From an optimization exercise on the open Yosys and OpenROAD flow, aimed at small area; shortcuts taken in it are not production practice.
Only simulation tests tie the RTL to the original design; equivalence was not proved.
The flow treats the clock pin as an ideal source, which a real chip does not have.
Power is estimated from default activity; no workload was simulated.

==> wip/ember: inputs <==
==> flow/design.v <==
module prb_ao22 (input logic a, b, c, d, output logic y);
   assign y = (a & b) | (c & d);
endmodule
module prb_aoi222 (input logic a, b, c, d, e, f, output logic y);
   assign y = ~((a & b) | (c & d) | (e & f));
endmodule
module prb_nand2 (input logic a, b, output logic y);
   assign y = ~(a & b);
endmodule
module prb_nand3 (input logic a, b, c, output logic y);
   assign y = ~(a & b & c);
endmodule
module prb_or2 (input logic a, b, output logic y);
   assign y = a | b;
endmodule
module prb_inv (input logic a, output logic y);
   assign y = ~a;
endmodule
module prb_rowsel (
   input  logic [15:0] sel,
   input  logic [15:0] d,
   output logic        q
);
   logic [5:0] g;
   logic [1:0] h;
   for (genvar k = 0; k < 5; k++) begin : g_grp
      prb_aoi222 u (.a(sel[3*k]), .b(d[3*k]), .c(sel[3*k+1]), .d(d[3*k+1]),
                    .e(sel[3*k+2]), .f(d[3*k+2]), .y(g[k]));
   end
   prb_nand2 u_last (.a(sel[15]), .b(d[15]), .y(g[5]));
   prb_nand3 u_h0 (.a(g[0]), .b(g[1]), .c(g[2]), .y(h[0]));
   prb_nand3 u_h1 (.a(g[3]), .b(g[4]), .c(g[5]), .y(h[1]));
   prb_or2   u_o  (.a(h[0]), .b(h[1]), .y(q));
endmodule
module prb_portsel (
   input  logic [3:0] sel,
   input  logic [3:0] d,
   input  logic       hold,
   input  logic       q,
   output logic       y
);
   logic n0, n1, n2;
   prb_aoi222 u0 (.a(sel[0]), .b(d[0]), .c(sel[1]), .d(d[1]), .e(sel[2]), .f(d[2]), .y(n0));
   prb_nand2  u1 (.a(sel[3]), .b(d[3]), .y(n1));
   prb_nand2  u2 (.a(hold), .b(q), .y(n2));
   prb_nand3  u3 (.a(n0), .b(n1), .c(n2), .y(y));
endmodule
module para_ram_banked #(
   parameter int ADDR_WIDTH = 6,
   parameter int DATA_WIDTH = 24,
   parameter int NUM_PORTS  = 2,
   parameter int BANK_BITS  = 2
) (
   input  logic                            clk,
   input  logic                            rst_n,
   input  logic [NUM_PORTS-1:0]            req,
   input  logic [NUM_PORTS-1:0]            we,
   input  logic [NUM_PORTS*ADDR_WIDTH-1:0] addr,
   input  logic [NUM_PORTS*DATA_WIDTH-1:0] wdata,
   input  logic [NUM_PORTS*(DATA_WIDTH/8)-1:0] wmask,
   output logic [NUM_PORTS-1:0]            gnt,
   output logic [NUM_PORTS-1:0]            rvalid,
   output logic [NUM_PORTS*DATA_WIDTH-1:0] rdata,
   output logic                            init_busy
);
   localparam int NB    = 4;
   localparam int ROWS  = 16;
   localparam int LANES = 3;
   localparam int DW    = 24;
   logic            state_q;    
   logic [3:0]      cnt_q;
   logic [NB-1:0]   ptr_q;
   logic [1:0]      rvalid_q;
   logic [2*DW-1:0] rdata_q;
   logic [NB*ROWS*DW-1:0] mem_q;
   logic            run, clr;
   logic [1:0]      bk0, bk1;
   logic [3:0]      rw0, rw1, wrow0;
   logic            conflict;
   logic            g0, g1, rd0, rd1;
   assign bk0 = addr[1:0];
   assign rw0 = addr[5:2];
   assign bk1 = addr[7:6];
   assign rw1 = addr[11:8];
   assign clr       = ~state_q;
   assign run       = state_q & rst_n;
   assign init_busy = ~run;
   assign rvalid    = rvalid_q;
   assign rdata     = rdata_q;
   assign conflict = req[0] & req[1] & (bk0 == bk1);
   assign g0  = run & req[0] & ~(conflict & ptr_q[bk0]);
   assign g1  = run & req[1] & ~(conflict & ~ptr_q[bk1]);
   assign gnt = {g1, g0};
   assign rd0 = g0 & ~we[0];
   assign rd1 = g1 & ~we[1];
   assign wrow0 = clr ? cnt_q : rw0;
   logic [ROWS-1:0] d0, d1;
   always_comb
      for (int r = 0; r < ROWS; r++) begin
         d0[r] = wrow0 == 4'(r);
         d1[r] = rw1 == 4'(r);
      end
   logic [NB-1:0]    o0, o1, w0, w1;
   logic [LANES-1:0] wl0 [NB], wl1 [NB];
   always_comb
      for (int b = 0; b < NB; b++) begin
         o0[b] = g0 & (bk0 == 2'(b));
         o1[b] = g1 & (bk1 == 2'(b));
         w0[b] = o0[b] & we[0];
         w1[b] = o1[b] & we[1];
         for (int l = 0; l < LANES; l++) begin
            wl0[b][l] = clr | (w0[b] & wmask[l]);
            wl1[b][l] = w1[b] & wmask[LANES+l];
         end
      end
   logic [DW-1:0]   bank_wd [NB];
   logic [DW-1:0]   bank_rd [NB];
   logic [NB*ROWS*DW-1:0] mem_d;
   for (genvar b = 0; b < NB; b++) begin : g_bank
      logic [ROWS-1:0] rsel;
      for (genvar i = 0; i < DW; i++) begin : g_wd
         prb_ao22 u_wd (.a(w0[b]), .b(wdata[i]), .c(w1[b]), .d(wdata[DW+i]), .y(bank_wd[b][i]));
      end
      for (genvar r = 0; r < ROWS; r++) begin : g_row
         prb_ao22 u_rs (.a(o0[b]), .b(d0[r]), .c(o1[b]), .d(d1[r]), .y(rsel[r]));
         for (genvar l = 0; l < LANES; l++) begin : g_lane
            logic en_n, en;
            prb_ao22 u_en (.a(wl0[b][l]), .b(d0[r]), .c(wl1[b][l]), .d(d1[r]), .y(en));
            prb_inv  u_ei (.a(en), .y(en_n));
            for (genvar k = 0; k < 8; k++) begin : g_bit
               prb_ao22 u_m (.a(en), .b(bank_wd[b][8*l+k]), .c(en_n), .d(mem_q[(b*ROWS+r)*DW+8*l+k]),
                             .y(mem_d[(b*ROWS+r)*DW+8*l+k]));
            end
         end
      end
      for (genvar i = 0; i < DW; i++) begin : g_rd
         logic [ROWS-1:0] col;
         for (genvar r = 0; r < ROWS; r++) begin : g_col
            assign col[r] = mem_q[(b*ROWS+r)*DW+i];
         end
         prb_rowsel u_rd (.sel(rsel), .d(col), .q(bank_rd[b][i]));
      end
   end
   logic [NB-1:0]   ps0, ps1;
   logic            h0, h1;
   logic [2*DW-1:0] rdata_d;
   always_comb
      for (int b = 0; b < NB; b++) begin
         ps0[b] = rd0 & (bk0 == 2'(b));
         ps1[b] = rd1 & (bk1 == 2'(b));
      end
   assign h0 = rst_n & ~rd0;
   assign h1 = rst_n & ~rd1;
   for (genvar i = 0; i < DW; i++) begin : g_port
      prb_portsel u_p0 (.sel(ps0), .d({bank_rd[3][i], bank_rd[2][i], bank_rd[1][i], bank_rd[0][i]}),
                        .hold(h0), .q(rdata_q[i]), .y(rdata_d[i]));
      prb_portsel u_p1 (.sel(ps1), .d({bank_rd[3][i], bank_rd[2][i], bank_rd[1][i], bank_rd[0][i]}),
                        .hold(h1), .q(rdata_q[DW+i]), .y(rdata_d[DW+i]));
   end
   always_ff @(posedge clk) begin
      rdata_q  <= rdata_d;
      rvalid_q <= {rd1, rd0};
      if (!rst_n) begin
         state_q <= 1'b0;
         cnt_q   <= '0;
         ptr_q   <= '0;
      end else begin
         if (clr) begin
            cnt_q <= cnt_q + 1'b1;
            if (cnt_q == 4'd15) state_q <= 1'b1;
         end
         for (int b = 0; b < NB; b++) begin
            if (o0[b]) ptr_q[b] <= 1'b1;
            if (o1[b]) ptr_q[b] <= 1'b0;
         end
      end
   end
   always_ff @(posedge clk)
      mem_q <= mem_d;
endmodule
==> flow/run.sh <==
#!/bin/bash
# synth_recipe.tcl (not shown) runs the flow's synth.tcl, then flattens the netlist and writes it again
# the make line also repeats each setting of config.mk as NAME=value (left out here)
make -C /OpenROAD-flow-scripts/flow DESIGN_CONFIG=/design/flow/config.mk WORK_HOME=/design/flow/orfs CLKGATE_MAP_FILE= SYNTH_SCRIPT=/design/flow/synth_recipe.tcl finish
==> flow/config.mk <==
export PLATFORM = sky130hd
export DESIGN_NAME = para_ram_banked
export DESIGN_NICKNAME = para_ram_banked
export VERILOG_FILES = /design/flow/design.v
export SDC_FILE = /design/flow/constraint.sdc
export NUM_CORES = 4
export LEC_CHECK = 0
export CAP_MARGIN = 20
export CORE_MARGIN = 2
export CORE_UTILIZATION = 65
export SLEW_MARGIN = 20
export SYNTH_HIERARCHICAL = 1
==> flow/constraint.sdc <==
create_clock -name core_clock -period 6.0 [get_ports {clk}]
set_input_delay 1.2000 -clock core_clock [delete_from_list [all_inputs] [get_ports {clk}]]
set_output_delay 1.2000 -clock core_clock [all_outputs]
set_load 0.01 [all_outputs]
==> inputs of wip/nickel, as changes to wip/ember <==
--- a/flow/design.v
+++ b/flow/design.v
@@ -102,15 +102,13 @@
       end
    logic [NB-1:0]    o0, o1, w0, w1;
-   logic [LANES-1:0] wl0 [NB], wl1 [NB];
+   logic [LANES-1:0] wl [NB];
    always_comb
       for (int b = 0; b < NB; b++) begin
-         o0[b] = g0 & (bk0 == 2'(b));
+         o0[b] = clr | (g0 & (bk0 == 2'(b)));
          o1[b] = g1 & (bk1 == 2'(b));
-         w0[b] = o0[b] & we[0];
+         w0[b] = g0 & (bk0 == 2'(b)) & we[0];
          w1[b] = o1[b] & we[1];
-         for (int l = 0; l < LANES; l++) begin
-            wl0[b][l] = clr | (w0[b] & wmask[l]);
-            wl1[b][l] = w1[b] & wmask[LANES+l];
-         end
+         for (int l = 0; l < LANES; l++)
+            wl[b][l] = clr | (w0[b] & wmask[l]) | (w1[b] & wmask[LANES+l]);
       end
    logic [DW-1:0]   bank_wd [NB];
@@ -126,6 +124,6 @@
          for (genvar l = 0; l < LANES; l++) begin : g_lane
             logic en_n, en;
-            prb_ao22 u_en (.a(wl0[b][l]), .b(d0[r]), .c(wl1[b][l]), .d(d1[r]), .y(en));
-            prb_inv  u_ei (.a(en), .y(en_n));
+            prb_nand2 u_en (.a(rsel[r]), .b(wl[b][l]), .y(en_n));
+            prb_inv   u_ei (.a(en_n), .y(en));
             for (genvar k = 0; k < 8; k++) begin : g_bit
                prb_ao22 u_m (.a(en), .b(bank_wd[b][8*l+k]), .c(en_n), .d(mem_q[(b*ROWS+r)*DW+8*l+k]),
@@ -171,5 +169,5 @@
          end
          for (int b = 0; b < NB; b++) begin
-            if (o0[b]) ptr_q[b] <= 1'b1;
+            if (g0 && bk0 == 2'(b)) ptr_q[b] <= 1'b1;
             if (o1[b]) ptr_q[b] <= 1'b0;
          end
==> flow/flow/run.sh (new file) <==
#!/bin/bash
# The standard layout (standard.sh), with these changes:
#  - ports are buffered with the smallest buffer (buf_1) instead of the default choice;
#  - clock tree synthesis uses clkbuf_8 buffers and inserts no dummy loads;
#  - the repair steps insert only small buffers (flow/small_bufs.tcl).
# The make output goes to flow.log; each ORFS step keeps its own log under orfs/logs/.
set -euo pipefail
export BUFFER_PORTS_ARGS="-buffer_cell sky130_fd_sc_hd__buf_1"
export CTS_ARGS="-sink_clustering_enable -repair_clock_nets -buf_list sky130_fd_sc_hd__clkbuf_8 -sink_clustering_size 16 -sink_clustering_max_diameter 60 -dont_use_dummy_load"
hook=$PWD/flow/small_bufs.tcl
export PRE_FLOORPLAN_TCL=$hook PRE_GLOBAL_PLACE_TCL=$hook PRE_RESIZE_TCL=$hook PRE_CTS_TCL=$hook
export PRE_GLOBAL_ROUTE_TCL=$hook PRE_REPAIR_TIMING_POST_PLACE_TCL=$hook PRE_DETAIL_ROUTE_TCL=$hook
bash standard.sh > flow.log 2>&1
==> flow/flow/small_bufs.tcl (new file) <==
# Repair (slew, capacitance, timing) buffers: only the small buffers buf_1 and buf_2.
set_dont_use [get_lib_cells {sky130_fd_sc_hd__buf_4 sky130_fd_sc_hd__buf_6 sky130_fd_sc_hd__buf_8 sky130_fd_sc_hd__buf_12 sky130_fd_sc_hd__buf_16 sky130_fd_sc_hd__bufbuf_8 sky130_fd_sc_hd__bufbuf_16}]
==> flow/standard.sh (new file) <==
#!/bin/bash
# synth_recipe.tcl (not shown) runs the flow's synth.tcl, then flattens the netlist and writes it again
# the make line also repeats each setting of config.mk as NAME=value (left out here)
make -C /OpenROAD-flow-scripts/flow DESIGN_CONFIG=/design/flow/config.mk WORK_HOME=/design/flow/orfs CLKGATE_MAP_FILE= SYNTH_SCRIPT=/design/flow/synth_recipe.tcl "${@:-finish}"
CAP_MARGIN = 10   (was 20)
CORE_UTILIZATION = 60   (was 65)
SLEW_MARGIN = 10   (was 20)
removed: flow/run.sh
==> inputs of wip/quartz, as changes to wip/ember <==
--- a/flow/design.v
+++ b/flow/design.v
@@ -102,15 +102,13 @@
       end
    logic [NB-1:0]    o0, o1, w0, w1;
-   logic [LANES-1:0] wl0 [NB], wl1 [NB];
+   logic [LANES-1:0] wl [NB];
    always_comb
       for (int b = 0; b < NB; b++) begin
-         o0[b] = g0 & (bk0 == 2'(b));
+         o0[b] = clr | (g0 & (bk0 == 2'(b)));
          o1[b] = g1 & (bk1 == 2'(b));
-         w0[b] = o0[b] & we[0];
+         w0[b] = g0 & (bk0 == 2'(b)) & we[0];
          w1[b] = o1[b] & we[1];
-         for (int l = 0; l < LANES; l++) begin
-            wl0[b][l] = clr | (w0[b] & wmask[l]);
-            wl1[b][l] = w1[b] & wmask[LANES+l];
-         end
+         for (int l = 0; l < LANES; l++)
+            wl[b][l] = clr | (w0[b] & wmask[l]) | (w1[b] & wmask[LANES+l]);
       end
    logic [DW-1:0]   bank_wd [NB];
@@ -126,6 +124,6 @@
          for (genvar l = 0; l < LANES; l++) begin : g_lane
             logic en_n, en;
-            prb_ao22 u_en (.a(wl0[b][l]), .b(d0[r]), .c(wl1[b][l]), .d(d1[r]), .y(en));
-            prb_inv  u_ei (.a(en), .y(en_n));
+            prb_nand2 u_en (.a(rsel[r]), .b(wl[b][l]), .y(en_n));
+            prb_inv   u_ei (.a(en_n), .y(en));
             for (genvar k = 0; k < 8; k++) begin : g_bit
                prb_ao22 u_m (.a(en), .b(bank_wd[b][8*l+k]), .c(en_n), .d(mem_q[(b*ROWS+r)*DW+8*l+k]),
@@ -171,5 +169,5 @@
          end
          for (int b = 0; b < NB; b++) begin
-            if (o0[b]) ptr_q[b] <= 1'b1;
+            if (g0 && bk0 == 2'(b)) ptr_q[b] <= 1'b1;
             if (o1[b]) ptr_q[b] <= 1'b0;
          end
==> flow/flow/run.sh (new file) <==
#!/bin/bash
# The standard layout (standard.sh), with these changes:
#  - ports are buffered with the smallest buffer (buf_1) instead of the default choice;
#  - clock tree synthesis uses clkbuf_8 buffers and inserts no dummy loads;
#  - the repair steps insert only small buffers (flow/small_bufs.tcl).
# The make output goes to flow.log; each ORFS step keeps its own log under orfs/logs/.
set -euo pipefail
export BUFFER_PORTS_ARGS="-buffer_cell sky130_fd_sc_hd__buf_1"
export CTS_ARGS="-sink_clustering_enable -repair_clock_nets -buf_list sky130_fd_sc_hd__clkbuf_8 -sink_clustering_size 16 -sink_clustering_max_diameter 60 -dont_use_dummy_load"
hook=$PWD/flow/small_bufs.tcl
export PRE_FLOORPLAN_TCL=$hook PRE_GLOBAL_PLACE_TCL=$hook PRE_RESIZE_TCL=$hook PRE_CTS_TCL=$hook
export PRE_GLOBAL_ROUTE_TCL=$hook PRE_REPAIR_TIMING_POST_PLACE_TCL=$hook PRE_DETAIL_ROUTE_TCL=$hook
bash standard.sh > flow.log 2>&1
==> flow/flow/small_bufs.tcl (new file) <==
# Repair (slew, capacitance, timing) buffers: only the small buffers buf_1 and buf_2.
set_dont_use [get_lib_cells {sky130_fd_sc_hd__buf_4 sky130_fd_sc_hd__buf_6 sky130_fd_sc_hd__buf_8 sky130_fd_sc_hd__buf_12 sky130_fd_sc_hd__buf_16 sky130_fd_sc_hd__bufbuf_8 sky130_fd_sc_hd__bufbuf_16}]
==> flow/standard.sh (new file) <==
#!/bin/bash
# synth_recipe.tcl (not shown) runs the flow's synth.tcl, then flattens the netlist and writes it again
# the make line also repeats each setting of config.mk as NAME=value (left out here)
make -C /OpenROAD-flow-scripts/flow DESIGN_CONFIG=/design/flow/config.mk WORK_HOME=/design/flow/orfs CLKGATE_MAP_FILE= SYNTH_SCRIPT=/design/flow/synth_recipe.tcl "${@:-finish}"
CAP_MARGIN = 10   (was 20)
CORE_UTILIZATION = 70   (was 65)
PLACE_DENSITY = 0.78   (was default)
SLEW_MARGIN = 10   (was 20)
removed: flow/run.sh
==> PnR_summary.wiki <==
{| class="wikitable"
! Metric !! Value
|-
| Result of the run || no timing/DRC/antenna violations
|-
| Post-detailed-placement half-perimeter wirelength || 136 mm
|-
| Critical path, cell by cell || buf_1 > mux4_2 > o41ai_4 > nor3_2 > a22o_1 > a222oi_1 > nand3_1 > or2_1 > a222oi_1 > nand3_1
|-
| Number of well taps || 1060
|-
| Crit share post-route || 0.821
|-
| Via count of the first global-routing pass || 46.0k
|-
| Final critical-path setup slack || 1.08 ns
|-
| Detailed-route via count || 50.1k
|-
| Met1 Resource Use GR || 0.597
|-
| Combinational share of power || 0.034
|-
| Post-detailed-route wirelength per cell || 30.6 um
|-
| Seq area share || 0.522
|-
| Nets || 5376
|-
| Aggregate routed wire length || 195 mm
|}
# the run above: wip/quartz

==> PnR_summary.wiki <==
{| class="wikitable"
! Metric !! Value
|-
| Clock distribution area overhead in the final layout || 0.0264
|-
| Nets || 5393
|-
| Depth of the most critical reg-to-reg path || 11
|-
| Adder-cell area share of the yosys netlist || 0.000219
|-
| Register area share after synthesis || 0.559
|-
| Combinational share of power || 0.036
|-
| Critical path, cell by cell || buf_1 > mux4_2 > o41ai_4 > nor3_1 > buf_1 > a22o_1 > buf_2 > a222oi_1 > nand3_1 > or2_1 > a222oi_1 > nand3_1
|-
| Via count of the first global-routing pass || 45.1k
|-
| Crit share post-route || 0.812
|-
| Detailed-route via count || 49.7k
|-
| Number of well taps || 1265
|-
| Result of the run || no timing/DRC/antenna violations
|-
| Final critical-path setup slack || 1.13 ns
|-
| Post-layout instance count excluding filler cells || 6593
|-
| Met1 Resource Use GR || 0.561
|}
# the run above: wip/nickel

==> PnR_summary.wiki <==
{| class="wikitable"
! Metric !! Value
|-
| Critical path, cell by cell || clkdlybuf4s50_1 > buf_4 > and4_1 > nand2_1 > nor2_1 > buf_4 > a22o_1 > buf_4 > a222oi_1 > nand3_1 > or2_1 > nand2_1 > nand3_1
|-
| Seq area share || 0.470
|-
| Post-detailed-route wirelength per cell || 34.7 um
|-
| Final critical-path setup slack || 0.717 ns
|-
| Aggregate routed wire length || 231 mm
|-
| Via count of the first global-routing pass || 49.8k
|-
| Crit share post-route || 0.881
|-
| Multi-input gate share of the layout cell area || 0.380
|-
| Detailed-route via count || 53.8k
|-
| Bufs on Longest Clock Path || 3
|-
| Number of well taps || 1165
|-
| Number of post-CTS setup repair buffers || 0
|-
| Main power group || sequential cells
|-
| Static leakage power || 25.8 nW
|-
| Data arrival time at the worst-slack endpoint || 6.00 ns
|-
| Nets || 5441
|-
| Combinational share of power || 0.029
|-
| Result of the run || no timing/DRC/antenna violations
|}
# the run above: wip/ember

port drivers added, routing unchanged:
In the flow no input, the clock included, has a driving cell. The finished layouts below were timed again as built, in two steps.
Step 1, drivers: a clkbuf_16 drives clk and a buf_2 each remaining input, both assumed.
Step 2 times the ports against the registers' clock, not the clock port: input delays grow and output delays shrink by t, the midpoint of the rising clock arrivals with the driver on.
Slacks: no drivers / after step 1 / after step 2; pairs: no drivers / after step 1.
run | t, ns | slack for setup (ns) | worst hold slack (ns) | slew at the worst register clock pin (ns)
wip/ember | 0.857 | 0.717 / 0.740 / -0.118 | 0.469 / 0.469 / 0.469 | 0.07 / 0.07
wip/nickel | 0.889 | 1.125 / 1.129 / 0.241 | 0.475 / 0.475 / 0.475 | 0.11 / 0.11
wip/quartz | 0.840 | 1.077 / 1.085 / 0.259 | 0.475 / 0.475 / 0.475 | 0.11 / 0.11
Met with ideal ports but missed after step 2: setup timing in wip/ember. The setup slack of wip/nickel, which loses most, moves by +0.004 ns with the drivers and by -0.884 ns with both steps.
